From an optimization exercise on the open Yosys and OpenROAD flow, aimed at small area, a short achievable clock period and few clock cycles per item; shortcuts taken in it are not production practice. Only simulation tests tie the RTL to the original design; equivalence was not proved. Power figures rest on the tool's default switching activity, not on a simulated workload.

$ cat flow/flow/run.sh
#!/bin/bash
# The standard layout (standard.sh, its synthesis unchanged) with two changes to how the layout
# is made: the port buffers are buf_2 cells, and timing repair works until the setup slack reaches
# SETUP_SLACK_MARGIN, well above zero at the 10 ns clock. The tools' output goes to standard.log.
set -euo pipefail
export SETUP_SLACK_MARGIN=7.0
export BUFFER_PORTS_ARGS="-buffer_cell sky130_fd_sc_hd__buf_2"
bash standard.sh > standard.log 2>&1
$ cat flow/standard.sh
#!/bin/bash
# synth_recipe.tcl (not shown) runs the flow's synth.tcl, then flattens the netlist and writes it again
# the make line also repeats each setting of config.mk as NAME=value (left out here)
make -C /OpenROAD-flow-scripts/flow DESIGN_CONFIG=/design/flow/config.mk WORK_HOME=/design/flow/orfs CLKGATE_MAP_FILE= SYNTH_SCRIPT=/design/flow/synth_recipe.tcl "${@:-finish}"
$ cat flow/config.mk
export PLATFORM = sky130hd
export DESIGN_NAME = aes_dec_top
export DESIGN_NICKNAME = aes_dec_top
export VERILOG_FILES = /design/flow/design.v
export SDC_FILE = /design/flow/constraint.sdc
export NUM_CORES = 8
export LEC_CHECK = 0
export CAP_MARGIN = 20
export CORE_MARGIN = 2
export CORE_UTILIZATION = 40
export CTS_CLUSTER_DIAMETER = 100
export CTS_CLUSTER_SIZE = 25
export SLEW_MARGIN = 20
export TNS_END_PERCENT = 2
$ cat flow/constraint.sdc
create_clock -name core_clock -period 10.0 [get_ports {clk}]
set_input_delay 2.0000 -clock core_clock [delete_from_list [all_inputs] [get_ports {clk}]]
set_output_delay 2.0000 -clock core_clock [all_outputs]
set_load 0.01 [all_outputs]
$ cat flow/design.v
`default_nettype none
module aes_tmi_byte
(
    input  wire [7:0] i,
    output wire [7:0] o
);
    wire t1 = i[4] ^ i[5];
    wire t2 = i[1] ^ i[2];
    wire t3 = i[7] ^ t2;
    assign o[0] = t1;
    wire t4 = i[0] ^ i[1];
    assign o[1] = i[5] ^ t4;
    assign o[2] = i[1] ^ t1;
    wire t5 = i[0] ^ i[4];
    assign o[3] = t2 ^ t5;
    assign o[4] = t3;
    wire t6 = i[0] ^ i[6];
    assign o[5] = t1 ^ t6;
    wire t7 = i[3] ^ t1;
    assign o[6] = t3 ^ t7;
    assign o[7] = i[6] ^ t3;
endmodule
module aes_mt_byte
(
    input  wire [7:0] i,
    output wire [7:0] o
);
    wire t1 = i[4] ^ i[7];
    wire t2 = i[1] ^ i[2];
    wire t3 = i[5] ^ t1;
    wire t4 = i[0] ^ t3;
    assign o[0] = t4;
    assign o[1] = i[0] ^ i[2];
    wire t5 = i[0] ^ i[1];
    assign o[2] = i[3] ^ t5;
    wire t6 = i[0] ^ i[4];
    assign o[3] = i[6] ^ t6;
    assign o[4] = t2 ^ t4;
    assign o[5] = t2 ^ t3;
    assign o[6] = t1;
    wire t7 = i[3] ^ i[4];
    assign o[7] = t2 ^ t7;
endmodule
module aes_g_byte
(
    input  wire [7:0] i,
    output wire [7:0] o
);
    wire t1 = i[5] ^ i[7];
    wire t2 = i[2] ^ i[3];
    wire t3 = i[4] ^ i[6];
    wire t4 = i[1] ^ i[5];
    wire t5 = t1 ^ t2;
    wire t6 = i[0] ^ t3;
    assign o[0] = t5 ^ t6;
    assign o[1] = i[7];
    assign o[2] = i[4] ^ t1;
    wire t7 = i[3] ^ i[6];
    assign o[3] = t4 ^ t7;
    wire t8 = i[7] ^ t2;
    assign o[4] = t3 ^ t8;
    assign o[5] = t5;
    assign o[6] = t3 ^ t4;
    assign o[7] = t1;
endmodule
module aes_tinv_byte
(
    input  wire [7:0] i,
    output wire [7:0] o
);
    wire t1 = i[4] ^ i[5];
    wire t2 = i[2] ^ i[7];
    wire t3 = i[1] ^ i[7];
    wire t4 = i[3] ^ i[6];
    wire t5 = i[0] ^ i[4];
    assign o[0] = t3 ^ t5;
    assign o[1] = i[6] ^ t1;
    wire t6 = i[2] ^ i[5];
    assign o[2] = t4 ^ t6;
    assign o[3] = t2 ^ t4;
    assign o[4] = t2;
    assign o[5] = t3;
    wire t7 = i[1] ^ i[2];
    assign o[6] = t1 ^ t7;
    assign o[7] = i[1];
endmodule
module aes_lin_col
(
    input  wire [31:0] i,
    output wire [31:0] o
);
    wire t1 = i[3] ^ i[26];
    wire t2 = i[10] ^ i[11];
    wire t3 = i[18] ^ i[27];
    wire t4 = i[0] ^ i[21];
    wire t5 = i[19] ^ i[28];
    wire t6 = i[5] ^ i[16];
    wire t7 = i[2] ^ i[12];
    wire t8 = i[8] ^ i[29];
    wire t9 = i[13] ^ i[24];
    wire t10 = i[4] ^ i[20];
    wire t11 = i[15] ^ i[31];
    wire t12 = i[7] ^ i[23];
    wire t13 = i[6] ^ t2;
    wire t14 = i[30] ^ t7;
    wire t15 = i[22] ^ i[25];
    wire t16 = i[14] ^ i[17];
    wire t17 = i[9] ^ t4;
    wire t18 = i[1] ^ t9;
    wire t19 = t6 ^ t15;
    wire t20 = i[23] ^ t3;
    wire t21 = i[25] ^ t5;
    wire t22 = i[4] ^ t8;
    wire t23 = i[31] ^ t1;
    wire t24 = i[27] ^ t12;
    wire t25 = i[3] ^ t11;
    wire t26 = t10 ^ t17;
    wire t27 = t6 ^ t13;
    wire t28 = i[14] ^ i[22];
    wire t29 = i[0] ^ i[20];
    wire t30 = i[11] ^ i[17];
    wire t31 = i[1] ^ i[2];
    wire t32 = i[6] ^ i[14];
    wire t33 = i[26] ^ i[30];
    wire t34 = t3 ^ t16;
    wire t35 = i[2] ^ t1;
    wire t36 = t9 ^ t11;
    wire t37 = i[15] ^ t10;
    wire t38 = i[19] ^ t12;
    wire t39 = i[28] ^ t14;
    wire t40 = i[12] ^ t18;
    wire t41 = t19 ^ t30;
    wire t42 = t14 ^ t29;
    wire t43 = i[8] ^ i[10];
    wire t44 = i[21] ^ i[30];
    wire t45 = i[5] ^ i[22];
    wire t46 = i[10] ^ i[29];
    wire t47 = i[1] ^ i[16];
    wire t48 = i[9] ^ i[22];
    wire t49 = i[9] ^ i[24];
    wire t50 = i[18] ^ i[20];
    wire t51 = t1 ^ t16;
    wire t52 = i[6] ^ t4;
    wire t53 = i[8] ^ t3;
    wire t54 = i[7] ^ t5;
    wire t55 = t1 ^ t28;
    wire t56 = i[16] ^ t5;
    wire t57 = t2 ^ t8;
    wire t58 = i[15] ^ t2;
    wire t59 = i[26] ^ t24;
    wire t60 = t8 ^ t18;
    wire t61 = t22 ^ t31;
    wire t62 = t21 ^ t32;
    wire t63 = t13 ^ t17;
    wire t64 = t15 ^ t52;
    wire t65 = i[17] ^ t13;
    wire t66 = t6 ^ t38;
    wire t67 = t20 ^ t23;
    wire t68 = i[10] ^ t19;
    wire t69 = i[19] ^ t25;
    wire t70 = i[7] ^ t27;
    wire t71 = t42 ^ t54;
    wire t72 = t27 ^ t40;
    wire t73 = i[12] ^ t11;
    wire t74 = t3 ^ t73;
    assign o[0] = t62 ^ t74;
    wire t75 = i[0] ^ i[24];
    wire t76 = i[4] ^ t7;
    wire t77 = t75 ^ t76;
    wire t78 = t41 ^ t59;
    assign o[1] = t77 ^ t78;
    wire t79 = t33 ^ t43;
    wire t80 = t5 ^ t20;
    wire t81 = t37 ^ t79;
    wire t82 = t64 ^ t80;
    assign o[2] = t81 ^ t82;
    wire t83 = i[5] ^ t33;
    wire t84 = t34 ^ t36;
    assign o[3] = t83 ^ t84;
    wire t85 = i[14] ^ i[21];
    wire t86 = i[2] ^ t85;
    wire t87 = t21 ^ t37;
    wire t88 = t53 ^ t86;
    wire t89 = t87 ^ t88;
    assign o[4] = t70 ^ t89;
    wire t90 = i[18] ^ i[3];
    wire t91 = t90 ^ t37;
    wire t92 = t39 ^ t41;
    wire t93 = t60 ^ t91;
    assign o[5] = t92 ^ t93;
    wire t94 = i[30] ^ t4;
    wire t95 = t18 ^ t21;
    wire t96 = t24 ^ t35;
    wire t97 = t58 ^ t94;
    wire t98 = t95 ^ t96;
    assign o[6] = t97 ^ t98;
    wire t99 = i[13] ^ i[9];
    wire t100 = t99 ^ t14;
    wire t101 = t22 ^ t25;
    wire t102 = t100 ^ t101;
    assign o[7] = t68 ^ t102;
    wire t103 = i[1] ^ t10;
    wire t104 = t103 ^ t24;
    assign o[8] = t55 ^ t104;
    wire t105 = i[25] ^ t43;
    wire t106 = t105 ^ t18;
    wire t107 = t106 ^ t42;
    assign o[9] = t69 ^ t107;
    wire t108 = t32 ^ t47;
    wire t109 = t108 ^ t22;
    wire t110 = t109 ^ t39;
    assign o[10] = t67 ^ t110;
    wire t111 = i[13] ^ t12;
    wire t112 = t111 ^ t35;
    assign o[11] = t112 ^ t64;
    wire t113 = i[15] ^ i[4];
    wire t114 = t113 ^ t46;
    wire t115 = t114 ^ t20;
    wire t116 = t55 ^ t56;
    wire t117 = t115 ^ t116;
    assign o[12] = t40 ^ t117;
    wire t118 = i[23] ^ t33;
    wire t119 = t118 ^ t21;
    wire t120 = t119 ^ t26;
    assign o[13] = t120 ^ t72;
    wire t121 = t20 ^ t61;
    wire t122 = t63 ^ t69;
    assign o[14] = t121 ^ t122;
    wire t123 = i[17] ^ t12;
    wire t124 = t44 ^ t50;
    wire t125 = t123 ^ t124;
    assign o[15] = t125 ^ t72;
    wire t126 = i[11] ^ t48;
    wire t127 = t126 ^ t25;
    assign o[16] = t127 ^ t39;
    wire t128 = i[20] ^ i[28];
    wire t129 = t12 ^ t128;
    wire t130 = t47 ^ t129;
    wire t131 = t53 ^ t130;
    assign o[17] = t63 ^ t131;
    wire t132 = t10 ^ t28;
    wire t133 = t49 ^ t7;
    wire t134 = t132 ^ t133;
    wire t135 = t23 ^ t134;
    assign o[18] = t135 ^ t70;
    wire t136 = i[14] ^ t11;
    wire t137 = t31 ^ t44;
    wire t138 = t136 ^ t137;
    assign o[19] = t57 ^ t138;
    wire t139 = i[11] ^ i[24];
    wire t140 = t139 ^ t45;
    wire t141 = t14 ^ t140;
    wire t142 = t141 ^ t26;
    assign o[20] = t67 ^ t142;
    wire t143 = i[31] ^ i[6];
    wire t144 = t143 ^ t5;
    wire t145 = t7 ^ t144;
    wire t146 = t34 ^ t145;
    wire t147 = t26 ^ t60;
    assign o[21] = t146 ^ t147;
    wire t148 = i[12] ^ i[9];
    wire t149 = t148 ^ t23;
    wire t150 = t34 ^ t57;
    wire t151 = t149 ^ t150;
    assign o[22] = t66 ^ t151;
    wire t152 = i[26] ^ i[29];
    wire t153 = t152 ^ t50;
    wire t154 = t153 ^ t17;
    wire t155 = t36 ^ t154;
    assign o[23] = t62 ^ t155;
    wire t156 = i[30] ^ t10;
    wire t157 = t156 ^ t38;
    assign o[24] = t157 ^ t65;
    wire t158 = i[18] ^ t11;
    wire t159 = t49 ^ t158;
    wire t160 = t22 ^ t51;
    wire t161 = t56 ^ t159;
    assign o[25] = t160 ^ t161;
    wire t162 = i[18] ^ i[22];
    wire t163 = t16 ^ t162;
    wire t164 = t9 ^ t163;
    wire t165 = t58 ^ t164;
    assign o[26] = t165 ^ t71;
    wire t166 = i[18] ^ i[6];
    wire t167 = t166 ^ t46;
    wire t168 = t48 ^ t167;
    assign o[27] = t168 ^ t66;
    wire t169 = i[13] ^ t8;
    wire t170 = t169 ^ t23;
    wire t171 = t170 ^ t65;
    assign o[28] = t171 ^ t71;
    wire t172 = i[12] ^ i[27];
    wire t173 = i[28] ^ i[7];
    wire t174 = t172 ^ t173;
    wire t175 = t8 ^ t174;
    wire t176 = t51 ^ t175;
    wire t177 = t26 ^ t68;
    assign o[29] = t176 ^ t177;
    wire t178 = i[19] ^ i[20];
    wire t179 = i[7] ^ t178;
    wire t180 = t3 ^ t179;
    wire t181 = t35 ^ t36;
    wire t182 = t180 ^ t181;
    assign o[30] = t41 ^ t182;
    wire t183 = i[28] ^ t16;
    wire t184 = t4 ^ t45;
    wire t185 = t183 ^ t184;
    wire t186 = t185 ^ t59;
    assign o[31] = t61 ^ t186;
endmodule
module aes_norm_byte
(
    input  wire [7:0] z,
    output wire [3:0] d
);
    wire n9 = z[0] ^ z[2];
    wire n10 = z[6] ^ n9;
    wire n11 = z[7] ^ n10;
    wire n12 = z[2] ^ z[4];
    wire n13 = z[5] ^ n12;
    wire n14 = z[1] ^ z[3];
    wire n15 = z[5] ^ n14;
    wire n16 = z[6] ^ n15;
    wire n17 = z[3] ^ z[4];
    wire n18 = z[5] ^ n17;
    wire n19 = z[6] ^ n18;
    wire n20 = z[0] & z[4];
    wire n21 = z[1] & z[4];
    wire n22 = z[0] & z[5];
    wire n23 = n21 ^ n22;
    wire n24 = z[2] & z[4];
    wire n25 = z[1] & z[5];
    wire n26 = z[0] & z[6];
    wire n27 = n24 ^ n25;
    wire n28 = n26 ^ n27;
    wire n29 = z[3] & z[4];
    wire n30 = z[2] & z[5];
    wire n31 = z[1] & z[6];
    wire n32 = z[0] & z[7];
    wire n33 = n29 ^ n30;
    wire n34 = n31 ^ n32;
    wire n35 = n33 ^ n34;
    wire n36 = z[3] & z[5];
    wire n37 = z[2] & z[6];
    wire n38 = z[1] & z[7];
    wire n39 = n36 ^ n37;
    wire n40 = n38 ^ n39;
    wire n41 = z[3] & z[6];
    wire n42 = z[2] & z[7];
    wire n43 = n41 ^ n42;
    wire n44 = z[3] & z[7];
    wire n45 = n20 ^ n40;
    wire n46 = n23 ^ n43;
    wire n47 = n40 ^ n46;
    wire n48 = n28 ^ n44;
    wire n49 = n43 ^ n48;
    wire n50 = n35 ^ n44;
    wire n51 = n11 ^ n45;
    wire n52 = n13 ^ n47;
    wire n53 = n16 ^ n49;
    wire n54 = n19 ^ n50;
    assign d[0] = n51;
    assign d[1] = n52;
    assign d[2] = n53;
    assign d[3] = n54;
endmodule
module aes_s1_byte
(
    input  wire [7:0] z,
    input  wire [3:0] d,
    output wire [7:0] o
);
    wire [3:0] th;
    assign th[0] = (d == 4'd1) | (d == 4'd2) | (d == 4'd4) | (d == 4'd5) | (d == 4'd6) | (d == 4'd8) | (d == 4'd11) | (d == 4'd14);
    assign th[1] = (d == 4'd3) | (d == 4'd5) | (d == 4'd6) | (d == 4'd7) | (d == 4'd8) | (d == 4'd9) | (d == 4'd12) | (d == 4'd14);
    assign th[2] = (d == 4'd3) | (d == 4'd4) | (d == 4'd6) | (d == 4'd7) | (d == 4'd8) | (d == 4'd10) | (d == 4'd11) | (d == 4'd13);
    assign th[3] = (d == 4'd2) | (d == 4'd3) | (d == 4'd4) | (d == 4'd5) | (d == 4'd8) | (d == 4'd10) | (d == 4'd12) | (d == 4'd15);
    wire m12 = th[0] & z[0];
    wire m13 = th[1] & z[0];
    wire m14 = th[0] & z[1];
    wire m15 = m13 ^ m14;
    wire m16 = th[2] & z[0];
    wire m17 = th[1] & z[1];
    wire m18 = th[0] & z[2];
    wire m19 = m16 ^ m17;
    wire m20 = m18 ^ m19;
    wire m21 = th[3] & z[0];
    wire m22 = th[2] & z[1];
    wire m23 = th[1] & z[2];
    wire m24 = th[0] & z[3];
    wire m25 = m21 ^ m22;
    wire m26 = m23 ^ m24;
    wire m27 = m25 ^ m26;
    wire m28 = th[3] & z[1];
    wire m29 = th[2] & z[2];
    wire m30 = th[1] & z[3];
    wire m31 = m28 ^ m29;
    wire m32 = m30 ^ m31;
    wire m33 = th[3] & z[2];
    wire m34 = th[2] & z[3];
    wire m35 = m33 ^ m34;
    wire m36 = th[3] & z[3];
    wire m37 = m12 ^ m32;
    wire m38 = m15 ^ m35;
    wire m39 = m32 ^ m38;
    wire m40 = m20 ^ m36;
    wire m41 = m35 ^ m40;
    wire m42 = m27 ^ m36;
    wire m43 = th[0] & z[4];
    wire m44 = th[1] & z[4];
    wire m45 = th[0] & z[5];
    wire m46 = m44 ^ m45;
    wire m47 = th[2] & z[4];
    wire m48 = th[1] & z[5];
    wire m49 = th[0] & z[6];
    wire m50 = m47 ^ m48;
    wire m51 = m49 ^ m50;
    wire m52 = th[3] & z[4];
    wire m53 = th[2] & z[5];
    wire m54 = th[1] & z[6];
    wire m55 = th[0] & z[7];
    wire m56 = m52 ^ m53;
    wire m57 = m54 ^ m55;
    wire m58 = m56 ^ m57;
    wire m59 = th[3] & z[5];
    wire m60 = th[2] & z[6];
    wire m61 = th[1] & z[7];
    wire m62 = m59 ^ m60;
    wire m63 = m61 ^ m62;
    wire m64 = th[3] & z[6];
    wire m65 = th[2] & z[7];
    wire m66 = m64 ^ m65;
    wire m67 = th[3] & z[7];
    wire m68 = m43 ^ m63;
    wire m69 = m46 ^ m66;
    wire m70 = m63 ^ m69;
    wire m71 = m51 ^ m67;
    wire m72 = m66 ^ m71;
    wire m73 = m58 ^ m67;
    assign o[0] = m37;
    assign o[1] = m39;
    assign o[2] = m41;
    assign o[3] = m42;
    assign o[4] = m68;
    assign o[5] = m70;
    assign o[6] = m72;
    assign o[7] = m73;
endmodule
module aes_inv_s1
(
    input  wire [127:0] x,
    input  wire [63:0]  d,
    input  wire [127:0] kg,
    output wire [127:0] a
);
    wire [127:0] q;
    aes_s1_byte u_0_0 (.z(x[127:120]), .d(d[63:60]), .o(q[127:120]));
    aes_s1_byte u_0_1 (.z(x[119:112]), .d(d[59:56]), .o(q[119:112]));
    aes_s1_byte u_0_2 (.z(x[111:104]), .d(d[55:52]), .o(q[111:104]));
    aes_s1_byte u_0_3 (.z(x[103:96]), .d(d[51:48]), .o(q[103:96]));
    aes_s1_byte u_1_0 (.z(x[95:88]), .d(d[47:44]), .o(q[95:88]));
    aes_s1_byte u_1_1 (.z(x[87:80]), .d(d[43:40]), .o(q[87:80]));
    aes_s1_byte u_1_2 (.z(x[79:72]), .d(d[39:36]), .o(q[79:72]));
    aes_s1_byte u_1_3 (.z(x[71:64]), .d(d[35:32]), .o(q[71:64]));
    aes_s1_byte u_2_0 (.z(x[63:56]), .d(d[31:28]), .o(q[63:56]));
    aes_s1_byte u_2_1 (.z(x[55:48]), .d(d[27:24]), .o(q[55:48]));
    aes_s1_byte u_2_2 (.z(x[47:40]), .d(d[23:20]), .o(q[47:40]));
    aes_s1_byte u_2_3 (.z(x[39:32]), .d(d[19:16]), .o(q[39:32]));
    aes_s1_byte u_3_0 (.z(x[31:24]), .d(d[15:12]), .o(q[31:24]));
    aes_s1_byte u_3_1 (.z(x[23:16]), .d(d[11:8]), .o(q[23:16]));
    aes_s1_byte u_3_2 (.z(x[15:8]), .d(d[7:4]), .o(q[15:8]));
    aes_s1_byte u_3_3 (.z(x[7:0]), .d(d[3:0]), .o(q[7:0]));
    assign a = q ^ kg;
endmodule
module aes_norms
(
    input  wire [127:0] x,
    output wire [63:0]  d
);
    aes_norm_byte n_0_0 (.z(x[127:120]), .d(d[63:60]));
    aes_norm_byte n_0_1 (.z(x[119:112]), .d(d[59:56]));
    aes_norm_byte n_0_2 (.z(x[111:104]), .d(d[55:52]));
    aes_norm_byte n_0_3 (.z(x[103:96]), .d(d[51:48]));
    aes_norm_byte n_1_0 (.z(x[95:88]), .d(d[47:44]));
    aes_norm_byte n_1_1 (.z(x[87:80]), .d(d[43:40]));
    aes_norm_byte n_1_2 (.z(x[79:72]), .d(d[39:36]));
    aes_norm_byte n_1_3 (.z(x[71:64]), .d(d[35:32]));
    aes_norm_byte n_2_0 (.z(x[63:56]), .d(d[31:28]));
    aes_norm_byte n_2_1 (.z(x[55:48]), .d(d[27:24]));
    aes_norm_byte n_2_2 (.z(x[47:40]), .d(d[23:20]));
    aes_norm_byte n_2_3 (.z(x[39:32]), .d(d[19:16]));
    aes_norm_byte n_3_0 (.z(x[31:24]), .d(d[15:12]));
    aes_norm_byte n_3_1 (.z(x[23:16]), .d(d[11:8]));
    aes_norm_byte n_3_2 (.z(x[15:8]), .d(d[7:4]));
    aes_norm_byte n_3_3 (.z(x[7:0]), .d(d[3:0]));
endmodule
module aes_inv_s2
(
    input  wire [127:0] a,
    output wire [127:0] y
);
    wire [127:0] v;
    aes_lin_col l_0 (.i({a[103:96], a[111:104], a[119:112], a[127:120]}), .o({v[103:96], v[111:104], v[119:112], v[127:120]}));
    aes_lin_col l_1 (.i({a[71:64], a[79:72], a[87:80], a[95:88]}), .o({v[71:64], v[79:72], v[87:80], v[95:88]}));
    aes_lin_col l_2 (.i({a[39:32], a[47:40], a[55:48], a[63:56]}), .o({v[39:32], v[47:40], v[55:48], v[63:56]}));
    aes_lin_col l_3 (.i({a[7:0], a[15:8], a[23:16], a[31:24]}), .o({v[7:0], v[15:8], v[23:16], v[31:24]}));
    assign y[127:120] = v[127:120];
    assign y[119:112] = v[23:16];
    assign y[111:104] = v[47:40];
    assign y[103:96] = v[71:64];
    assign y[95:88] = v[95:88];
    assign y[87:80] = v[119:112];
    assign y[79:72] = v[15:8];
    assign y[71:64] = v[39:32];
    assign y[63:56] = v[63:56];
    assign y[55:48] = v[87:80];
    assign y[47:40] = v[111:104];
    assign y[39:32] = v[7:0];
    assign y[31:24] = v[31:24];
    assign y[23:16] = v[55:48];
    assign y[15:8] = v[79:72];
    assign y[7:0] = v[103:96];
endmodule
module aes_z0
(
    input  wire [127:0] ct,
    input  wire [127:0] k10,
    output wire [127:0] z
);
    assign z[127:120] = ct[127:120] ^ k10[127:120];
    assign z[119:112] = ct[23:16] ^ k10[23:16];
    assign z[111:104] = ct[47:40] ^ k10[47:40];
    assign z[103:96] = ct[71:64] ^ k10[71:64];
    assign z[95:88] = ct[95:88] ^ k10[95:88];
    assign z[87:80] = ct[119:112] ^ k10[119:112];
    assign z[79:72] = ct[15:8] ^ k10[15:8];
    assign z[71:64] = ct[39:32] ^ k10[39:32];
    assign z[63:56] = ct[63:56] ^ k10[63:56];
    assign z[55:48] = ct[87:80] ^ k10[87:80];
    assign z[47:40] = ct[111:104] ^ k10[111:104];
    assign z[39:32] = ct[7:0] ^ k10[7:0];
    assign z[31:24] = ct[31:24] ^ k10[31:24];
    assign z[23:16] = ct[55:48] ^ k10[55:48];
    assign z[15:8] = ct[79:72] ^ k10[79:72];
    assign z[7:0] = ct[103:96] ^ k10[103:96];
endmodule
module aes_tmi_word
(
    input  wire [31:0] i,
    output wire [31:0] o
);
    aes_tmi_byte b0 (.i(i[31:24]), .o(o[31:24]));
    aes_tmi_byte b1 (.i(i[23:16]), .o(o[23:16]));
    aes_tmi_byte b2 (.i(i[15:8]), .o(o[15:8]));
    aes_tmi_byte b3 (.i(i[7:0]), .o(o[7:0]));
endmodule
module aes_mt_word
(
    input  wire [31:0] i,
    output wire [31:0] o
);
    aes_mt_byte b0 (.i(i[31:24]), .o(o[31:24]));
    aes_mt_byte b1 (.i(i[23:16]), .o(o[23:16]));
    aes_mt_byte b2 (.i(i[15:8]), .o(o[15:8]));
    aes_mt_byte b3 (.i(i[7:0]), .o(o[7:0]));
endmodule
module aes_g_word
(
    input  wire [31:0] i,
    output wire [31:0] o
);
    aes_g_byte b0 (.i(i[31:24]), .o(o[31:24]));
    aes_g_byte b1 (.i(i[23:16]), .o(o[23:16]));
    aes_g_byte b2 (.i(i[15:8]), .o(o[15:8]));
    aes_g_byte b3 (.i(i[7:0]), .o(o[7:0]));
endmodule
module aes_tinv_word
(
    input  wire [31:0] i,
    output wire [31:0] o
);
    aes_tinv_byte b0 (.i(i[31:24]), .o(o[31:24]));
    aes_tinv_byte b1 (.i(i[23:16]), .o(o[23:16]));
    aes_tinv_byte b2 (.i(i[15:8]), .o(o[15:8]));
    aes_tinv_byte b3 (.i(i[7:0]), .o(o[7:0]));
endmodule
module aes_kc_word
(
    output wire [31:0] o
);
    assign o = 32'hfdfdfdfd;
endmodule
module aes_c63_word
(
    output wire [31:0] o
);
    assign o = {4{8'h33}};
endmodule
`default_nettype wire
`default_nettype none
module aes_round_key_store
(
    input  logic         clk,
    input  logic         key_we,
    input  logic [5:0]   key_addr,
    input  logic [31:0]  key_wdata,
    input  logic [31:0]  wdata_z,      
    input  logic [9:0]   round_sel,    
    output logic [127:0] round_key,    
    output logic [127:0] last_key      
);
    logic [31:0] mem [44];
    logic [31:0] wdata_g;
    logic [31:0] c63;
    logic [31:0] kc;
    logic        pend_q;
    logic [5:0]  pend_addr_q;
    logic [31:0] pend_data_q;
    aes_g_word i_g (
        .i (pend_data_q),
        .o (wdata_g)
    );
    aes_kc_word i_kc (
        .o (kc)
    );
    aes_c63_word i_c63 (
        .o (c63)
    );
    always_ff @(posedge clk)
    begin
        pend_q      <= key_we && (key_addr < 6'd40);
        pend_addr_q <= key_addr;
        pend_data_q <= key_wdata;
    end
    always_ff @(posedge clk)
    begin
        for (int i = 0; i < 44; i++)
        begin
            if (i >= 40)
            begin
                if (key_we && (key_addr == 6'(i)))
                begin
                    mem[i] <= wdata_z ^ c63;
                end
            end
            else if (pend_q && (pend_addr_q == 6'(i)))
            begin
                mem[i] <= (i >= 4) ? (wdata_g ^ kc) : wdata_g;
            end
        end
    end
    assign last_key = {mem[40], mem[41], mem[42], mem[43]};
    always_comb
    begin
        round_key = '0;
        for (int r = 0; r < 10; r++)
        begin
            if (round_sel[r])
            begin
                round_key = round_key | {mem[4 * r], mem[4 * r + 1], mem[4 * r + 2], mem[4 * r + 3]};
            end
        end
    end
endmodule
`default_nettype wire
`default_nettype none
module aes_dec_regs
(
    input  logic         clk,
    input  logic         reset,
    input  logic [11:0]  paddr,
    input  logic         psel,
    input  logic         penable,
    input  logic         pwrite,
    input  logic [31:0]  pwdata,
    output logic [31:0]  prdata,
    output logic         pready,
    output logic         pslverr,
    input  logic         fin,         
    input  logic [127:0] plaintext,   
    output logic         key_we,
    output logic [5:0]   key_addr,
    output logic [31:0]  key_wdata,
    output logic         start,
    output logic [31:0]  wdata_z,     
    output logic [127:0] ciphertext   
);
    logic        busy;
    logic        done;
    logic        busy_n;
    logic        done_n;
    logic        key_hit;
    logic        din_hit;
    logic        ctrl_hit;
    logic        stat_hit;
    logic        dout_hit;
    logic        err_n;
    logic [31:0] rd_n;
    logic [31:0] prdata_q;
    logic        err_q;
    logic        wr_q;       
    logic        key_q;
    logic        din_q;
    logic        ctrl_q;
    logic [5:0]  widx_q;
    logic        we;
    logic [31:0] ct_word;
    logic [31:0] pt_word;
    logic [31:0] ct_std;
    logic [31:0] pt_std;
    assign busy_n = busy && !fin;
    assign done_n = done || fin;
    assign key_hit  = (paddr < 12'h0b0);
    assign din_hit  = (paddr[11:4] == 8'h10);
    assign ctrl_hit = (paddr[11:2] == 10'h044);
    assign stat_hit = (paddr[11:2] == 10'h045);
    assign dout_hit = (paddr[11:4] == 8'h12);
    assign err_n = !(key_hit || din_hit || ctrl_hit || stat_hit || dout_hit)
                   || (pwrite && busy_n && (key_hit || din_hit || ctrl_hit))
                   || (pwrite && (stat_hit || dout_hit));
    assign ct_word = ciphertext[127 - 32 * paddr[3:2] -: 32];
    assign pt_word = plaintext[127 - 32 * paddr[3:2] -: 32];
    aes_mt_word i_ct_back (
        .i (ct_word),
        .o (ct_std)
    );
    aes_tinv_word i_pt_back (
        .i (pt_word),
        .o (pt_std)
    );
    aes_tmi_word i_wdata_z (
        .i (pwdata),
        .o (wdata_z)
    );
    always_comb
    begin
        rd_n = '0;  
        if (stat_hit)
        begin
            rd_n = {30'd0, done_n, busy_n};
        end
        else if (din_hit)
        begin
            rd_n = ct_std;
        end
        else if (dout_hit)
        begin
            rd_n = pt_std;
        end
    end
    always_ff @(posedge clk)
    begin
        prdata_q <= rd_n;
        err_q    <= err_n;
        wr_q     <= psel && !penable && pwrite && !err_n;
        key_q    <= key_hit;
        din_q    <= din_hit;
        ctrl_q   <= ctrl_hit;
        widx_q   <= paddr[7:2];
    end
    assign prdata  = prdata_q;
    assign pslverr = err_q;
    assign pready  = 1'b1;  
    assign we        = wr_q;  
    assign key_we    = we && key_q;
    assign key_addr  = widx_q;
    assign key_wdata = pwdata;
    assign start     = we && ctrl_q && pwdata[0];
    always_ff @(posedge clk)
    begin
        for (int w = 0; w < 4; w++)
        begin
            if (we && din_q && (widx_q[1:0] == 2'(w)))
            begin
                ciphertext[127 - 32 * w -: 32] <= wdata_z;
            end
        end
    end
    always_ff @(posedge clk)
    begin
        if (reset)
        begin
            busy <= 1'b0;
            done <= 1'b0;
        end
        else if (start)
        begin
            busy <= 1'b1;
            done <= 1'b0;
        end
        else if (fin)
        begin
            busy <= 1'b0;
            done <= 1'b1;
        end
    end
endmodule
`default_nettype wire
`default_nettype none
module aes_dec_engine
(
    input  logic         clk,
    input  logic         reset,
    input  logic         start,
    input  logic [127:0] ciphertext,
    input  logic [127:0] last_key,
    input  logic [127:0] round_key,
    output logic [9:0]   round_sel,   
    output logic         fin,         
    output logic [127:0] plaintext
);
    logic         run;
    logic         ph;        
    logic [9:0]   rsel;      
    logic         pend_q;
    logic         z_ok_q;    
    logic         go;
    logic [127:0] state_q;
    logic [63:0]  norm_q;    
    logic [127:0] state_d;
    logic [63:0]  norm_d;
    logic [127:0] a_q;
    logic [127:0] z0;
    logic [127:0] s1_out;
    logic [127:0] s2_out;
    assign round_sel = rsel;
    assign plaintext = a_q;
    aes_z0 i_z0 (
        .ct  (ciphertext),
        .k10 (last_key),
        .z   (z0)
    );
    aes_inv_s1 i_s1 (
        .x  (state_q),
        .d  (norm_q),
        .kg (round_key),
        .a  (s1_out)
    );
    aes_inv_s2 i_s2 (
        .a (a_q),
        .y (s2_out)
    );
    assign go  = (start || pend_q) && z_ok_q && !run;
    assign fin = run && ph && rsel[0];
    assign state_d = run ? s2_out : z0;
    aes_norms i_norms (
        .x (state_d),
        .d (norm_d)
    );
    always_ff @(posedge clk)
    begin
        state_q <= state_d;
        norm_q  <= norm_d;
        if (go || (run && !ph))
        begin
            a_q <= s1_out;
        end
    end
    always_ff @(posedge clk)
    begin
        if (reset)
        begin
            run    <= 1'b0;
            ph     <= 1'b0;
            rsel   <= 10'b10_0000_0000;
            pend_q <= 1'b0;
            z_ok_q <= 1'b0;
        end
        else
        begin
            pend_q <= (start || pend_q) && !go;
            z_ok_q <= !run;
            if (go)
            begin
                run  <= 1'b1;
                ph   <= 1'b1;
                rsel <= 10'b01_0000_0000;
            end
            else if (run)
            begin
                ph <= !ph;
                if (!ph)
                begin
                    if (rsel[0])
                    begin
                        run  <= 1'b0;
                        rsel <= 10'b10_0000_0000;
                    end
                    else
                    begin
                        rsel <= rsel >> 1;
                    end
                end
            end
        end
    end
endmodule
`default_nettype wire
`default_nettype none
module aes_dec_top
(
    input  logic        clk,
    input  logic        reset,
    input  logic [11:0] paddr,
    input  logic        psel,
    input  logic        penable,
    input  logic        pwrite,
    input  logic [31:0] pwdata,
    output logic [31:0] prdata,
    output logic        pready,
    output logic        pslverr
);
    logic         key_we;
    logic [5:0]   key_addr;
    logic [31:0]  key_wdata;
    logic         start;
    logic         fin;
    logic [127:0] ciphertext;
    logic [127:0] plaintext;
    logic [127:0] round_key;
    logic [127:0] last_key;
    logic [31:0]  wdata_z;
    logic [9:0]   round_sel;
    aes_dec_regs i_aes_dec_regs (
        .clk        (clk),
        .reset      (reset),
        .paddr      (paddr),
        .psel       (psel),
        .penable    (penable),
        .pwrite     (pwrite),
        .pwdata     (pwdata),
        .prdata     (prdata),
        .pready     (pready),
        .pslverr    (pslverr),
        .fin        (fin),
        .plaintext  (plaintext),
        .key_we     (key_we),
        .key_addr   (key_addr),
        .key_wdata  (key_wdata),
        .start      (start),
        .wdata_z    (wdata_z),
        .ciphertext (ciphertext)
    );
    aes_round_key_store i_aes_round_key_store (
        .clk       (clk),
        .key_we    (key_we),
        .key_addr  (key_addr),
        .key_wdata (key_wdata),
        .wdata_z   (wdata_z),
        .round_sel (round_sel),
        .round_key (round_key),
        .last_key  (last_key)
    );
    aes_dec_engine i_aes_dec_engine (
        .clk        (clk),
        .reset      (reset),
        .start      (start),
        .ciphertext (ciphertext),
        .last_key   (last_key),
        .round_key  (round_key),
        .round_sel  (round_sel),
        .fin        (fin),
        .plaintext  (plaintext)
    );
endmodule
`default_nettype wire
==> results by group, run 1 <==
Clock network
  – Clk slew on worst S/H paths: around 0.10 ns
  – Clock sinks: ~2000
  – Hold buffer count at cts: 0
  – Num CTS Buffers: 91
  – H-tree Lvls: 3
  – Clock Tree Buf Depth: 3
  – CTS tree: done
  – Clk latency of the worst-skew pair: 0.79 ns
  – Root buffer cell: clkbuf_16

Synth
  – Ys async rst share: 0%
  – Synth Warn #: 4
  – Synth Register Bits: 1954
  – Cell Area, Synth: 94200 um^2
  – Post-Synthesis Cells: approximately 7000
  – Number of enable flip-flop cells after synthesis: around 1700
  – Unique masters post-synth: 84
  – Top_reg_cell synth: edfxtp_1
  – Post-synthesis sequential area ratio: 59.2%
  – Syn Area/Cell: between 10 and 15 um^2
  – Syn nets: approximately 7100

Timing
  – Final worst-path cycle share: 33.8%
  – Final hold vios: 0
  – Final Slew Violations: 0
  – Slew HR: 26.1%
  – Tmin final: 3.38 ns
  – Fmax: approximately 0.3 GHz
  – Fin Clk Skew: about 0.043 ns
  – Final Worst Setup Slack: between 6 and 7 ns
  – Final number of setup-violating endpoints: 0
  – TNS Setup: 0 ns
  – RSZ-0062 raised after global routing: true
  – Slew @ Worst Pin: about 1.1 ns

Placement
  – Port Buffers: 79
  – Inst Count DP: ~10000
  – GP Congestion: roughly 1.0
  – Setup WS pre-CTS: between 4 and 5 ns
  – DP HPWL: between 150000 and 200000 um

Detailed routing
  – Avg WL per Cell: 29.4 um
  – Drt drc: 0
  – Routed vias: roughly 60000
  – Routed vias/inst: between 5 and 6
  – DRT antenna net count: 0
  – Initial DRT Pass Iterations: 7
  – Routed WL: a little over 300000 um
  – Detailed Route Iter0 Violations: between 7000 and 8000

Final layout
  – Fin nets: around 7300
  – Ratio of cells with drive above 1 in the final layout: between 10% and 20%
  – Register area: roughly 56000 um^2
  – Area grow syn2layout: 13.0%
  – Fin cells: ~10000
  – Most frequent cells in the layout: 1664 x edfxtp_1, 1108 x xnor2_1, 650 x nand2_1, 452 x a22oi_1, 413 x xor2_1
  – Leading cell type in the layout, fill and taps excluded: edfxtp_1
  – Layout fillers: about 21000
  – Multi-input gate area: 38600 um^2

Pwr
  – Pwr Total: ~0.014 W
  – Leakage: about 36 nW
  – Pwr dens: approximately 130 nW/um^2
  – Peak VDD IR: between 0.15 and 0.2 mV

Die
  – Initial Utilization: around two fifths
  – Die Ht: roughly 490 um
  – I/O Pins: 83
  – Std cell rows: between 150 and 200
  – Core footprint: about 230000 um^2
  – Die width: 489 um
  – Die area: ~240000 um^2

GRT
  – Number of antenna violations at the first check in global routing: 4
  – Largest net degree at the start of global routing: a little under 100
  – Total GRT Usage: approximately a quarter
  – Total gr overflow: 0
  – Vias in the first global route: 55500
  – Global-route wire length before repair: 422000 um

Job
  – Max-Cap Viols: 0

Outcome
  – Status: finished clean

Setup path
  – Crit start category: flip-flop
  – Crit end category: flip-flop
  – Worst path required time: 10.49 ns
  – WS Path Type: flip-flop to flip-flop
  – WP data arrival: 3.87 ns
  – CP max FO: 74

Hold path
  – Type of the worst min-delay path: flip-flop to flip-flop
-- cell usage after synthesis (14+ instances only) --
cell type	number	area [um^2]
nand2b_1	34	213
xnor3_1	168	3780
dfxtp_1	290	5810
xnor2_1	1207	10600
mux2_2	32	360
o21ai_0	202	1010
a21oi_1	142	711
a22oi_1	452	3390
edfxtp_1	1664	50000
and2_1	16	100
a22o_1	128	1120
nand3_1	14	70.1
buf_2	88	440
a221oi_1	138	1210
o21ai_1	31	155
mux4_2	64	1440
nor3_1	19	95.1
nand3b_1	21	158
ha_1	32	400
nor2_1	275	1030
buf_1	63	236
nand2_1	651	2440
clkbuf_1	234	878
nor2b_1	37	231
xnor2_2	19	309
xor3_1	25	594
a211oi_1	36	270
o32ai_1	18	158
inv_1	111	417
o21a_1	26	195
xor2_1	446	3910
nand4_1	129	807
-- what timing repair did --
action / 4_1_cts / 5_1_grt
setup buffers: 195 / 118
cloned: 6 / 7
pin swaps: 16 / 58
endpoints found under the setup margin: 691 / 628
resized for setup: 233 / 162
-- routing by layer --
metal  track usage [%]  vias up  wire length (um)
li1                  -    25900                 -
met1              35.2    30600            128000
met2              37.6     2936            136000
met3              3.69      471             27000
met4              10.4        0             15400
met5                 0        -                 0
-- state kept, by name, indices dropped and copies added (netlist names), 10 cells and up --
register	cells
i_aes_dec_regs.ciphertext	128
i_aes_dec_engine.a_q	128
i_aes_dec_engine.rsel	10
i_aes_round_key_store.mem	1408
i_aes_dec_engine.norm_q	64
i_aes_dec_engine.state_q	128
i_aes_dec_regs.prdata_q	32
i_aes_round_key_store.pend_data_q	32
-- metrics by stage --
step / area [um^2] / hold slack [ns] / utilization [%]
2_1_floorplan: 94200 / 0.332 / -
3_3_place_gp: 98300 / 0.380 / 41.9
3_5_place_dp: 98300 / 0.377 / 41.9
4_1_cts: 104000 / 0.395 / 44.4
5_1_grt: 106000 / 0.404 / 45.3
6_report: 106000 / 0.398 / 45.3
-- final cells by class --
type | instances | share of cell area (%)
antenna | 1 | 0.00235
clock buffer | 158 | 2.40
clock inverter | 13 | 0.236
inverter | 114 | 0.424
multi-input combinational | 4525 | 36.2
sequential | 1954 | 52.5
tap | 3150 | 3.70
timing repair buffer | 519 | 4.50
timing repair inverter | 4 | 0.0235
-- report_power, final --
| part | internal (W) | switching [W] |
|---|---|---|
| registers | 0.00911 | 0.0000148 |
| logic | 0.000184 | 0.000554 |
| clock network | 0.00181 | 0.00263 |
-- critical path, cell delays in order, from the launching register on --
cell and delay (ns):
dfxtp_4 0.46, buf_8 0.25, buf_12 0.23, a22o_1 0.33, a221oi_1 0.27, nand4_1 0.53
xnor2_1 0.37, xnor2_1 0.16, xnor2_1 0.16, xnor2_1 0.12
-- cell families after synthesis --
logic type	Yosys count	synth area share [%]
AOI/OAI and AO/OA	1271	9.62
other	1	0.00398
xor gates and xnor gates	1879	20.7
adders and majority gates	32	0.425
DFF	1954	59.2
muxes	111	2.09
and+or+nand+nor	1229	5.71
buffers and inverters	516	2.25
-- final timing paths --
| path | start | depth (start not counted) | to | slack (ns) |
|---|---|---|---|---|
| max | i_aes_dec_engine.rsel[8]$_SDFFE_PP0P_ | 9 | i_aes_dec_engine.a_q[109]$_DFFE_PP_ | 6.62 |
| min reg2reg | i_aes_dec_regs.widx_q[2]$_DFF_P_ | 0 | i_aes_round_key_store.pend_addr_q[2]$_DFF_P_ | 0.40 |
| max reg2reg | i_aes_dec_engine.rsel[8]$_SDFFE_PP0P_ | 9 | i_aes_dec_engine.a_q[109]$_DFFE_PP_ | 6.62 |
| min | i_aes_dec_regs.widx_q[2]$_DFF_P_ | 0 | i_aes_round_key_store.pend_addr_q[2]$_DFF_P_ | 0.40 |
Testbench counts, summed over its fixed seeds: cycles 6,912, blocks 192.
==> run 2: changes to the inputs <==
--- a/flow/config.mk
+++ b/flow/config.mk
@@ -11,4 +11,4 @@
 export CTS_CLUSTER_DIAMETER = 100
 export CTS_CLUSTER_SIZE = 25
 export SLEW_MARGIN = 20
-export TNS_END_PERCENT = 2
+export TNS_END_PERCENT = 5
==> run 2 against run 1 <==
  * Synthesized cell count unchanged
  * Core utilization up 0.075 points
  * Clock power about the same
  * First-iteration DRC count up 3.4%
  * Combinational power about the same
  * Design area up 0.17%
  * Clock-buffer cell count unchanged
  * Total power about the same
  * Critical path type unchanged
  * Highest routed layer unchanged
==> results by group, run 2 <==
Setup path
  – FF-to-FF Start: i_aes_dec_engine.rsel[8]$_SDFFE_PP0P_ (unchanged)
  – Reg2Reg Setup Slack: 6.63 ns (was 6.62 ns)
  – WP data arrival: 3.86 ns (was 3.87 ns)
  – Worst path required time: 10.49 ns (about the same)
  – Crit start category: flip-flop (unchanged)
  – Crit end category: flip-flop (unchanged)
  – R2r endpoint: i_aes_dec_engine.a_q[109]$_DFFE_PP_ (unchanged)
  – Critical Path End: i_aes_dec_engine.a_q[109]$_DFFE_PP_ (unchanged)
  – WS Path Type: flip-flop to flip-flop (unchanged)
  – Critical Path Source: i_aes_dec_engine.rsel[8]$_SDFFE_PP0P_ (unchanged)
  – CP max FO: 74 (unchanged)
  – Worst Reg2Reg Path Length in Cells: 9 (unchanged)

GRT
  – Global-route wire length before repair: 422000 um (unchanged)
  – Total GRT Usage: 24.7% (unchanged)
  – Number of antenna violations at the first check in global routing: 4 (unchanged)
  – Largest net degree at the start of global routing: 99 (unchanged)
  – Vias in the first global route: 55500 (unchanged)
  – Total gr overflow: 0 (unchanged)

Detailed routing
  – Detailed Route Iter0 Violations: 7661 (was 7407)
  – Routed vias: 59900 (about the same)
  – Routed vias/inst: 5.73 (was 5.74)
  – Routed WL: 307000 um (about the same)
  – Initial DRT Pass Iterations: 6 (was 7)
  – Drt drc: 0 (unchanged)
  – DRT antenna net count: 0 (unchanged)
  – Avg WL per Cell: 29.4 um (about the same)

Final layout
  – Max FFs per register: 1408 (unchanged)
  – Register area: 55800 um^2 (unchanged)
  – Multi-input gate area: 38700 um^2 (was 38600 um^2)
  – Layout fillers: 20800 (about the same)
  – Ratio of cells with drive above 1 in the final layout: 15.4% (was 15.2%)
  – Area grow syn2layout: 13.2% (was 13.0%)
  – Design area: 107000 um^2 (was 106000 um^2)
  – Fin cells: 10400 (about the same)
  – Top reg by flops: i_aes_round_key_store.mem (unchanged)
  – Most frequent cells in the layout: 1664 x edfxtp_1, 1103 x xnor2_1, 650 x nand2_1, 452 x a22oi_1, 410 x xor2_1 (was 1664 x edfxtp_1, 1108 x xnor2_1, 650 x nand2_1, 452 x a22oi_1, 413 x xor2_1)
  – Fin nets: 7299 (was 7290)
  – Leading cell type in the layout, fill and taps excluded: edfxtp_1 (unchanged)
  – Final Util: 45.4% (was 45.3%)

Pwr
  – Logic pwr share: 5.2% (about the same)
  – Int Pwr: 0.0111 W (about the same)
  – Pwr Total: 0.0143 W (about the same)
  – Clock share of power: 31.0% (about the same)
  – Net Switching: 0.00319 W (about the same)
  – Leakage: 36.5 nW (was 36.4 nW)
  – Pwr dens: 134 nW/um^2 (about the same)
  – Flop pwr share: 63.8% (about the same)
  – Switching share of total power: 22.3% (about the same)
  – Peak VDD IR: 0.154 mV (about the same)

Synth
  – Top cells by area, synth: edfxtp_1 53%, xnor2_1 11%, dfxtp_1 6.2%, xor2_1 4.1%, xnor3_1 4.0% (unchanged)
  – Syn Area/Cell: 13.5 um^2 (unchanged)
  – Number of enable flip-flop cells after synthesis: 1664 (unchanged)
  – Synth Register Bits: 1954 (unchanged)
  – Cell Area, Synth: 94200 um^2 (unchanged)
  – Synth Warn #: 4 (unchanged)
  – Post-synth top cells: 1664 x edfxtp_1, 1207 x xnor2_1, 651 x nand2_1, 452 x a22oi_1, 446 x xor2_1 (unchanged)
  – Unique masters post-synth: 84 (unchanged)
  – Top_reg_cell synth: edfxtp_1 (unchanged)
  – Synth top area share: 53.1% (unchanged)
  – Ys async rst share: 0% (unchanged)
  – Count leader, synth: edfxtp_1 (unchanged)
  – Post-synthesis sequential area ratio: 59.2% (unchanged)
  – Cell taking the most area after synthesis: edfxtp_1 (unchanged)
  – Syn nets: 7074 (unchanged)
  – Post-Synthesis Cells: 6993 (unchanged)

Placement
  – Port Buffers: 79 (unchanged)
  – GP Congestion: 1.00 (unchanged)
  – Inst Count DP: 9938 (unchanged)
  – DP HPWL: 195000 um (unchanged)
  – Placed Instance Area: 98300 um^2 (unchanged)

Die
  – Die Ht: 489 um (unchanged)
  – Core footprint: 235000 um^2 (unchanged)
  – I/O Pins: 83 (unchanged)
  – Std cell rows: 178 (unchanged)
  – Die area: 239000 um^2 (unchanged)
  – Initial Utilization: 40.1% (unchanged)
  – Die width: 489 um (unchanged)

Timing
  – Final number of setup-violating endpoints: 0 (unchanged)
  – RSZ-0062 raised after global routing: true (unchanged)
  – Slew HR: 26.6% (was 26.1%)
  – Slew @ Worst Pin: 1.10 ns (was 1.11 ns)
  – Final hold vios: 0 (unchanged)
  – Fmax: 0.296 GHz (about the same)
  – Tmin final: 3.37 ns (was 3.38 ns)
  – Final worst-path cycle share: 33.7% (was 33.8%)
  – Final Slew Violations: 0 (unchanged)
  – Fin Clk Skew: 0.0399 ns (was 0.0426 ns)
  – TNS Setup: 0 ns (unchanged)

Clock network
  – CTS tree: done (unchanged)
  – Num CTS Buffers: 91 (unchanged)
  – H-tree Lvls: 3 (unchanged)
  – Root buffer cell: clkbuf_16 (unchanged)
  – Clk latency of the worst-skew pair: 0.78 ns (was 0.79 ns)
  – Clk slew on worst S/H paths: 0.10 ns (about the same)
  – Clock sinks: 1954 (unchanged)
  – Clock Tree Buf Depth: 3 (unchanged)
  – Hold buffer count at cts: 0 (unchanged)

Outcome
  – Status: finished clean (unchanged)

Job
  – Max-Cap Viols: 0 (unchanged)

Hold path
  – Type of the worst min-delay path: flip-flop to flip-flop (unchanged)
-- run 2: cell counts after synthesis --
No cell type changed its count.
-- run 2: worst min path at each step --
| stage | from | endpoint | slack [ns] | cells after the start |
|---|---|---|---|---|
| CTS | i_aes_dec_regs.widx_q[3]$_DFF_P_ | i_aes_round_key_store.pend_addr_q[3]$_DFF_P_ | 0.39 | 0 |
| global route | i_aes_dec_regs.widx_q[3]$_DFF_P_ | i_aes_round_key_store.pend_addr_q[3]$_DFF_P_ | 0.40 | 0 |
| floorplan | i_aes_dec_regs.widx_q[2]$_DFF_P_ | i_aes_round_key_store.pend_addr_q[2]$_DFF_P_ | 0.33 | 0 |
| finish | i_aes_dec_regs.widx_q[2]$_DFF_P_ | i_aes_round_key_store.pend_addr_q[2]$_DFF_P_ | 0.40 | 0 |
| detailed placement | i_aes_dec_regs.widx_q[3]$_DFF_P_ | i_aes_round_key_store.pend_addr_q[3]$_DFF_P_ | 0.38 | 0 |
| global placement | i_aes_dec_regs.widx_q[3]$_DFF_P_ | i_aes_round_key_store.pend_addr_q[3]$_DFF_P_ | 0.38 | 0 |
-- run 2: logic make-up (layout without fill, tap and decap cells) --
logic type / count (synthesis) / count (layout) / synth area share, %
DFF: 1954 / 1954 / 59.2
muxes: 111 / 111 / 2.09
buffers and inverters: 516 / 817 / 2.25
other: 1 / 3 / 0.00398
xor gates and xnor gates: 1879 / 1879 / 20.7
AOI/OAI and AO/OA: 1271 / 1271 / 9.62
adders and majority gates: 32 / 32 / 0.425
and+or+nand+nor: 1229 / 1231 / 5.71
-- run 2: per-layer routing --
metal	track usage (%)	vias up	part of all wire (%)
li1	-	25900	-
met1	35.2	30500	42
met2	37.6	3023	44
met3	3.69	464	9.0
met4	10.4	0	5.0
met5	0	-	0
-- run 2: repair_timing --
item	in CTS	in global routing
endpoints found under the setup margin	691	628
setup buffers	195	127
resized for setup	233	176
cloned	6	7
pin swaps	16	64
-- run 2: stage by stage --
step	setup WS, ns	hold WS [ns]
after floorplan	6.07	0.332
after global placement	4.58	0.380
after detailed placement	4.61	0.377
after CTS	6.65	0.395
after global routing	6.64	0.404
final	6.63	0.399
-- run 2: area by class of cell --
type | count | area share [%]
Antenna cell | 2 | 0.00470
Clock buffer | 158 | 2.39
Clock inverter | 13 | 0.236
Inverter | 114 | 0.424
Multi-Input combinational cell | 4525 | 36.3
Sequential cell | 1954 | 52.4
Tap cell | 3150 | 3.70
Timing Repair Buffer | 528 | 4.57
Timing Repair inverter | 4 | 0.0235
-- run 2: worst max-delay path, stage by stage, from the launching register on --
cell	delay [ns]
dfxtp_4	0.46
buf_8	0.25
buf_12	0.23
a22o_1	0.33
a221oi_1	0.26
nand4_1	0.52
xnor2_1	0.37
xnor2_1	0.16
xnor2_1	0.16
xnor2_1	0.12
-- run 2: power by group through the flow --
stage | combinational (W) | clock [W] | sequential [W]
2_1_floorplan | 0.000357 | 0 | 0.00931
3_3_place_gp | 0.000641 | 0 | 0.00932
3_5_place_dp | 0.000664 | 0 | 0.00932
4_1_cts | 0.000693 | 0.00450 | 0.00913
5_1_grt | 0.000791 | 0.00475 | 0.00913
6_report | 0.000738 | 0.00443 | 0.00913
==> run 3: changes to the inputs <==
--- a/flow/config.mk
+++ b/flow/config.mk
@@ -10,5 +10,6 @@
 export CORE_UTILIZATION = 40
 export CTS_CLUSTER_DIAMETER = 100
 export CTS_CLUSTER_SIZE = 25
+export PLACE_DENSITY = 0.85
 export SLEW_MARGIN = 20
 export TNS_END_PERCENT = 5
==> run 3 against run 2 <==
  * Non-clock buffer count down 66
  * Sequential share of layout area up 0.61 points
  * Clock power shrank 2%
  * Via count grew 2.8%
  * Design area shrank 1.2%
  * Final cell count down 0.56%
  * Highest routed layer is now met5
  * Clock-buffer cell count down 3
  * Global-route usage shrank 0.76 points
==> results by group, run 3 <==
Final layout
  – Ratio of cells with drive above 1 in the final layout: 13.6% (was 15.4%)
  – Top reg by flops: i_aes_round_key_store.mem (unchanged)
  – Leading cell type in the layout, fill and taps excluded: edfxtp_1 (unchanged)
  – Fin cells: 10400 (about the same)
  – Most frequent cells in the layout: 1664 x edfxtp_1, 1126 x xnor2_1, 650 x nand2_1, 452 x a22oi_1, 425 x xor2_1 (was 1664 x edfxtp_1, 1103 x xnor2_1, 650 x nand2_1, 452 x a22oi_1, 410 x xor2_1)
  – Area grow syn2layout: 11.9% (was 13.2%)
  – Fin nets: 7233 (was 7299)
  – Max FFs per register: 1408 (unchanged)

Hold path
  – Worst Hold Path Cells: 0 (unchanged)
  – Type of the worst min-delay path: flip-flop to flip-flop (unchanged)
  – Hold Crit Endpoint: i_aes_round_key_store.pend_addr_q[2]$_DFF_P_ (unchanged)
  – Hold path start: i_aes_dec_regs.widx_q[2]$_DFF_P_ (unchanged)

Timing
  – Final number of setup-violating endpoints: 0 (unchanged)
  – Final worst-path cycle share: 34.5% (was 33.7%)
  – Fin Clk Skew: 0.0593 ns (was 0.0399 ns)
  – Slew @ Worst Pin: 1.22 ns (was 1.10 ns)
  – Fmax: 0.290 GHz (was 0.296 GHz)
  – Final Slew Violations: 0 (unchanged)
  – RSZ-0062 raised after global routing: true (unchanged)
  – Slew HR: 18.2% (was 26.6%)
  – Final hold vios: 0 (unchanged)
  – Tmin final: 3.45 ns (was 3.37 ns)
  – Final Worst Setup Slack: 6.55 ns (was 6.63 ns)
  – TNS Setup: 0 ns (unchanged)

GRT
  – Vias in the first global route: 57700 (was 55500)
  – Largest net degree at the start of global routing: 106 (was 99)
  – Global-route wire length before repair: 414000 um (was 422000 um)
  – Total gr overflow: 0 (unchanged)
  – Number of antenna violations at the first check in global routing: 17 (was 4)
  – Total GRT Usage: 23.9% (was 24.7%)

Synth
  – Synth Register Bits: 1954 (unchanged)
  – Cell Area, Synth: 94200 um^2 (unchanged)
  – Post-Synthesis Cells: 6993 (unchanged)
  – Post-synthesis sequential area ratio: 59.2% (unchanged)
  – Synth top area share: 53.1% (unchanged)
  – Unique masters post-synth: 84 (unchanged)
  – Ys async rst share: 0% (unchanged)
  – Synth Warn #: 4 (unchanged)
  – Syn Area/Cell: 13.5 um^2 (unchanged)
  – Count leader, synth: edfxtp_1 (unchanged)
  – Cell taking the most area after synthesis: edfxtp_1 (unchanged)
  – Top cells by area, synth: edfxtp_1 53%, xnor2_1 11%, dfxtp_1 6.2%, xor2_1 4.1%, xnor3_1 4.0% (unchanged)
  – Syn nets: 7074 (unchanged)
  – Post-synth top cells: 1664 x edfxtp_1, 1207 x xnor2_1, 651 x nand2_1, 452 x a22oi_1, 446 x xor2_1 (unchanged)
  – Number of enable flip-flop cells after synthesis: 1664 (unchanged)
  – Top_reg_cell synth: edfxtp_1 (unchanged)

Detailed routing
  – Routed vias/inst: 5.93 (was 5.73)
  – Routed WL: 297000 um (was 307000 um)
  – Drt drc: 0 (unchanged)
  – Avg WL per Cell: 28.6 um (was 29.4 um)
  – Detailed Route Iter0 Violations: 9517 (was 7661)
  – Routed vias: 61600 (was 59900)
  – DRT antenna net count: 0 (unchanged)
  – Initial DRT Pass Iterations: 6 (unchanged)

Die
  – I/O Pins: 83 (unchanged)
  – Std cell rows: 178 (unchanged)
  – Die area: 239000 um^2 (unchanged)
  – Die Ht: 489 um (unchanged)
  – Core footprint: 235000 um^2 (unchanged)
  – Initial Utilization: 40.1% (unchanged)
  – Die width: 489 um (unchanged)

Clock network
  – Clock Tree Buf Depth: 3 (unchanged)
  – Root buffer cell: clkbuf_16 (unchanged)
  – H-tree Lvls: 3 (unchanged)
  – Clk slew on worst S/H paths: 0.10 ns (about the same)
  – CTS tree: done (unchanged)
  – Num CTS Buffers: 90 (was 91)
  – Clk latency of the worst-skew pair: 0.79 ns (was 0.78 ns)
  – Clock sinks: 1954 (unchanged)

Job
  – Max-Cap Viols: 0 (unchanged)

Setup path
  – WP data arrival: 4.01 ns (was 3.86 ns)
  – CP max FO: 44 (was 74)
  – WS Path Type: flip-flop to flip-flop (unchanged)
  – Worst path required time: 10.57 ns (was 10.49 ns)
  – FF-to-FF Start: i_aes_dec_engine.rsel[4]$_SDFFE_PP0P_ (was i_aes_dec_engine.rsel[8]$_SDFFE_PP0P_)
  – Crit start category: flip-flop (unchanged)
  – Reg2Reg Setup Slack: 6.55 ns (was 6.63 ns)
  – Crit end category: flip-flop (unchanged)
  – Worst Reg2Reg Path Length in Cells: 8 (was 9)
  – R2r endpoint: i_aes_dec_engine.a_q[13]$_DFFE_PP_ (was i_aes_dec_engine.a_q[109]$_DFFE_PP_)

Placement
  – Inst Count DP: 9918 (was 9938)
  – DP HPWL: 191000 um (was 195000 um)
  – GP Congestion: 0.971 (was 1.00)
  – Port Buffers: 79 (unchanged)
  – Setup WS pre-CTS: 4.75 ns (was 4.61 ns)

Pwr
  – Leakage: 35.9 nW (was 36.5 nW)
  – Pwr dens: 134 nW/um^2 (about the same)
  – Peak VDD IR: 0.136 mV (was 0.154 mV)

Outcome
  – Status: finished clean (unchanged)
-- run 3: power by group --
| group | switching, W | internal, W | leakage, nW | total, W |
|---|---|---|---|---|
| Sequential | 0.0000136 | 0.00912 | 17.4 | 0.00913 |
| Clock | 0.00255 | 0.00177 | 1.30 | 0.00432 |
| Combinational | 0.000540 | 0.000158 | 17.2 | 0.000698 |
-- run 3: what timing repair did --
action,in CTS,in global routing
pin swaps,26,14
hold buffers,0,0
resized for setup,220,65
setup endpoints to repair,557,605
cloned,10,4
buffers inserted,237,40
-- run 3: worst max path at each step --
stage	cells after the start	startpoint	to	slack (ns)
floorplan	8	paddr[2]	i_aes_dec_regs.prdata_q[3]$_SDFF_PP0_	6.07
global placement	8	paddr[2]	i_aes_dec_regs.prdata_q[0]$_DFF_P_	4.79
detailed placement	8	paddr[2]	i_aes_dec_regs.prdata_q[0]$_DFF_P_	4.75
CTS	1	i_aes_dec_regs.prdata_q[4]$_SDFF_PP0_	prdata[4]	6.62
global route	10	i_aes_dec_engine.a_q[1]$_DFFE_PP_	i_aes_dec_engine.norm_q[13]$_DFF_P_	6.55
finish	8	i_aes_dec_engine.rsel[4]$_SDFFE_PP0P_	i_aes_dec_engine.a_q[13]$_DFFE_PP_	6.55
-- run 3: worst max-delay path: stages, from the launching register on --
cell	delay (ns)
dfxtp_4	0.64
buf_6	0.49
buf_6	0.52
a22oi_1	0.14
nand4_1	0.51
xnor2_1	0.21
xnor2_1	0.17
xnor2_1	0.09
xnor2_1	0.34
-- run 3: metrics by stage --
stage	power [W]	cell area [um^2]	utilization (%)	hold WS, ns
2_1_floorplan	0.00967	94200	-	0.332
3_3_place_gp	0.00990	98100	41.8	0.383
3_5_place_dp	0.00994	98100	41.8	0.383
4_1_cts	0.0141	105000	44.5	0.406
5_1_grt	0.0145	105000	44.9	0.415
6_report	0.0142	105000	44.9	0.412
-- run 3: cell families (layout without fill, tap and decap cells) --
family | Yosys count | count (layout) | synth area share [%]
DFF | 1954 | 1954 | 59.2
adders and majority gates | 32 | 32 | 0.425
muxes | 111 | 111 | 2.09
xor gates and xnor gates | 1879 | 1879 | 20.7
buffers and inverters | 516 | 747 | 2.25
and+or+nand+nor | 1229 | 1232 | 5.71
AOI/OAI and AO/OA | 1271 | 1271 | 9.62
other | 1 | 14 | 0.00398
-- run 3: routing by layer --
layer  GRT usage (%)  routed length [um]  vias to the layer above
li1                -                   -                    25800
met4            12.7               19700                       10
met1            30.9              106000                    30300
met3            6.36               40200                      840
met5               0                  60                        -
met2            36.8              131000                     4678
-- run 3: final cells by class --
cell class / count / area, um^2
Sequential cell: 1954 / 55800
Clock inverter: 12 / 236
Timing Repair Buffer: 462 / 4230
Clock buffer: 155 / 2520
Antenna cell: 13 / 32.5
Timing Repair inverter: 4 / 25.0
Fill cell: 20100 / 129000
Multi-Input combinational cell: 4526 / 38100
Inverter: 114 / 458
Tap cell: 3150 / 3940
==> run 4: changes to the inputs <==
--- a/flow/config.mk
+++ b/flow/config.mk
@@ -10,6 +10,6 @@
 export CORE_UTILIZATION = 40
 export CTS_CLUSTER_DIAMETER = 100
 export CTS_CLUSTER_SIZE = 25
-export PLACE_DENSITY = 0.85
+export PLACE_DENSITY = 0.75
 export SLEW_MARGIN = 20
 export TNS_END_PERCENT = 5
==> run 4 against run 3 <==
  * Fmax is 3.0% higher
  * Design area rose by 1.1%
  * Sequential power hardly changed
  * Critical path type unchanged
==> results by group, run 4 <==
Detailed routing
  – Routed vias/inst: 5.82 (was 5.93)
  – Detailed Route Iter0 Violations: 9319 (was 9517)
  – Routed vias: 60800 (was 61600)

Job
  – Max-Cap Viols: 0 (unchanged)

Synth
  – Synth Warn #: 4 (unchanged)
  – Top_reg_cell synth: edfxtp_1 (unchanged)
  – Post-Synthesis Cells: 6993 (unchanged)
  – Ys async rst share: 0% (unchanged)
  – Synth top area share: 53.1% (unchanged)
  – Cell Area, Synth: 94200 um^2 (unchanged)
  – Post-synthesis sequential area ratio: 59.2% (unchanged)
  – Synth Area in Compound Gates: 9.62% (unchanged)
  – Mux cell area share after synthesis: 2.09% (unchanged)
  – Top cells by area, synth: edfxtp_1 53%, xnor2_1 11%, dfxtp_1 6.2%, xor2_1 4.1%, xnor3_1 4.0% (unchanged)
  – Number of enable flip-flop cells after synthesis: 1664 (unchanged)
  – Count leader, synth: edfxtp_1 (unchanged)

Clock network
  – CTS tree: done (unchanged)
  – Clock sinks: 1954 (unchanged)
  – Root buffer cell: clkbuf_16 (unchanged)
  – Clk latency of the worst-skew pair: 0.77 ns (was 0.79 ns)

Timing
  – Fin Clk Skew: 0.0511 ns (was 0.0593 ns)
  – RSZ-0062 raised after global routing: true (unchanged)
  – TNS Setup: 0 ns (unchanged)

Die
  – Initial Utilization: 40.1% (unchanged)
  – Std cell rows: 178 (unchanged)
  – Die width: 489 um (unchanged)
  – I/O Pins: 83 (unchanged)

Placement
  – GP Congestion: 0.987 (was 0.971)
  – Placed Instance Area: 98100 um^2 (about the same)
  – DP HPWL: 188000 um (was 191000 um)
  – Port Buffers: 79 (unchanged)

Setup path
  – Reg2Reg Setup Slack: 6.65 ns (was 6.55 ns)
  – Max stage delay cell, worst path: edfxtp_1 (was dfxtp_4)
  – CP max FO: 5 (was 44)
  – Worst path top cell family by delay: XOR/XNOR gates (was buffers and inverters)
  – Crit start category: flip-flop (unchanged)
  – Crit path cell chain: buf_12 > xnor2_1 > xnor3_1 > xnor2_2 > xnor2_2 > o21ai_4 > ha_1 > xnor2_1 > xnor2_1 > xnor2_1 > xnor2_1 (was buf_6 > buf_6 > a22oi_1 > nand4_1 > xnor2_1 > xnor2_1 > xnor2_1 > xnor2_1)

Pwr
  – Leakage: 36.5 nW (was 35.9 nW)
  – Flop pwr share: 63.9% (was 64.5%)
  – Logic pwr share: 5.4% (was 4.9%)
  – Switching share of total power: 22.2% (was 21.9%)
  – Clock share of power: 30.7% (was 30.6%)

Final layout
  – Leading cell type in the layout, fill and taps excluded: edfxtp_1 (unchanged)
  – Layout fillers: 20300 (was 20100)
  – Fin nets: 7297 (was 7233)

Outcome
  – Status: finished clean (unchanged)

GRT
  – Number of antenna violations at the first check in global routing: 8 (was 17)
  – Total GRT Usage: 23.7% (was 23.9%)
  – Global-route wire length before repair: 410000 um (was 414000 um)
## run 4: final timing paths
path                                                          from                                            to  cells past startpoint
worst min register to register    i_aes_dec_regs.widx_q[2]$_DFF_P_  i_aes_round_key_store.pend_addr_q[2]$_DFF_P_                      0
worst max-delay path            i_aes_dec_engine.a_q[11]$_DFFE_PP_           i_aes_dec_engine.norm_q[59]$_DFF_P_                     11
worst max register to register  i_aes_dec_engine.a_q[11]$_DFFE_PP_           i_aes_dec_engine.norm_q[59]$_DFF_P_                     11
worst min-delay path              i_aes_dec_regs.widx_q[2]$_DFF_P_  i_aes_round_key_store.pend_addr_q[2]$_DFF_P_                      0
## run 4: cell type report
class	instances	area [um^2]	share of cell area, %
inverter	114	459	0.431
sequential	1954	55800	52.4
clock buffer	160	2610	2.45
timing repair inverter	5	32.5	0.0305
antenna	1	2.50	0.00235
timing repair buffer	525	4810	4.51
multi-input combinational	4526	38700	36.3
tap	3150	3940	3.70
clock inverter	9	184	0.173
## run 4: logic make-up (layout without fill, tap and decap cells)
family | count (synthesis) | in the layout
compound gates | 1271 | 1272
other cells | 1 | 2
fa+ha+maj | 32 | 32
buf+inv | 516 | 813
mux | 111 | 112
xor+xnor | 1879 | 1879
simple gates | 1229 | 1230
flops | 1954 | 1954
## run 4: per-layer routing
| metal | GRT usage, % | vias up | part of all wire (%) |
|---|---|---|---|
| met5 | 0 | - | 0.0044 |
| met4 | 10.9 | 2 | 5.3 |
| met3 | 4.65 | 577 | 12 |
| met2 | 35.9 | 4027 | 44 |
| met1 | 32.8 | 30300 | 38 |
| li1 | - | 25900 | - |
## run 4: metrics by stage
step | worst slack, ns | utilization, % | instances | hold WS [ns] | power, W
CTS | 6.68 | 44.4 | 10300 | 0.368 | 0.0143
global route | 6.63 | 45.4 | 10400 | 0.383 | 0.0146
finish | 6.65 | 45.4 | 10400 | 0.372 | 0.0143
floorplan | 6.07 | - | 6993 | 0.332 | 0.00967
global placement | 4.79 | 41.8 | 9921 | 0.343 | 0.00996
detailed placement | 4.81 | 41.8 | 9921 | 0.354 | 0.0100
## run 4: worst register-to-register path: stages (launching register included)
cell and delay [ns]:
edfxtp_1 0.51, buf_12 0.19, xnor2_1 0.28, xnor3_1 0.50, xnor2_2 0.18, xnor2_2 0.37
o21ai_4 0.15, ha_1 0.34, xnor2_1 0.20, xnor2_1 0.17, xnor2_1 0.19, xnor2_1 0.18
## run 4: timing repair
item,4_1_cts,5_1_grt
cloned,10,6
buffers inserted,213,119
gates resized for setup,242,159
pin swaps,19,47
endpoints found under the setup margin,538,576
## run 4: power by group through the flow
stage                     sequential, W  clock (W)  combinational, W
final                           0.00913    0.00439          0.000773
after global routing            0.00913    0.00466          0.000812
after CTS                       0.00913    0.00441          0.000721
after detailed placement        0.00932          0          0.000681
after global placement          0.00932          0          0.000648
after floorplan                 0.00931          0          0.000357

## what the ideal ports hide
The results above use ideal ports. As a check the final layouts listed here were re-extracted and re-timed, cells and wires unchanged.
Step 1, drivers: a clkbuf_16 drives clk and a buf_2 each remaining input, both assumed.
Step 2, shift: input delay + t, output delay - t, t = (earliest + latest rising clock arrival at the registers) / 2. This alone moves slack from input paths to output paths.
a / b / c = no drivers / after step 1 / after step 2; a / b = the first two.
| run | t (ns) | setup slack, ns |
|---|---|---|
| run 1 | 0.851 | 6.620 / 6.513 / 5.662 |
| run 2 | 0.853 | 6.627 / 6.522 / 5.669 |
| run 3 | 0.845 | 6.555 / 6.444 / 5.599 |
| run 4 | 0.834 | 6.654 / 6.565 / 5.731 |
After both steps setup and hold are still met in every run listed.
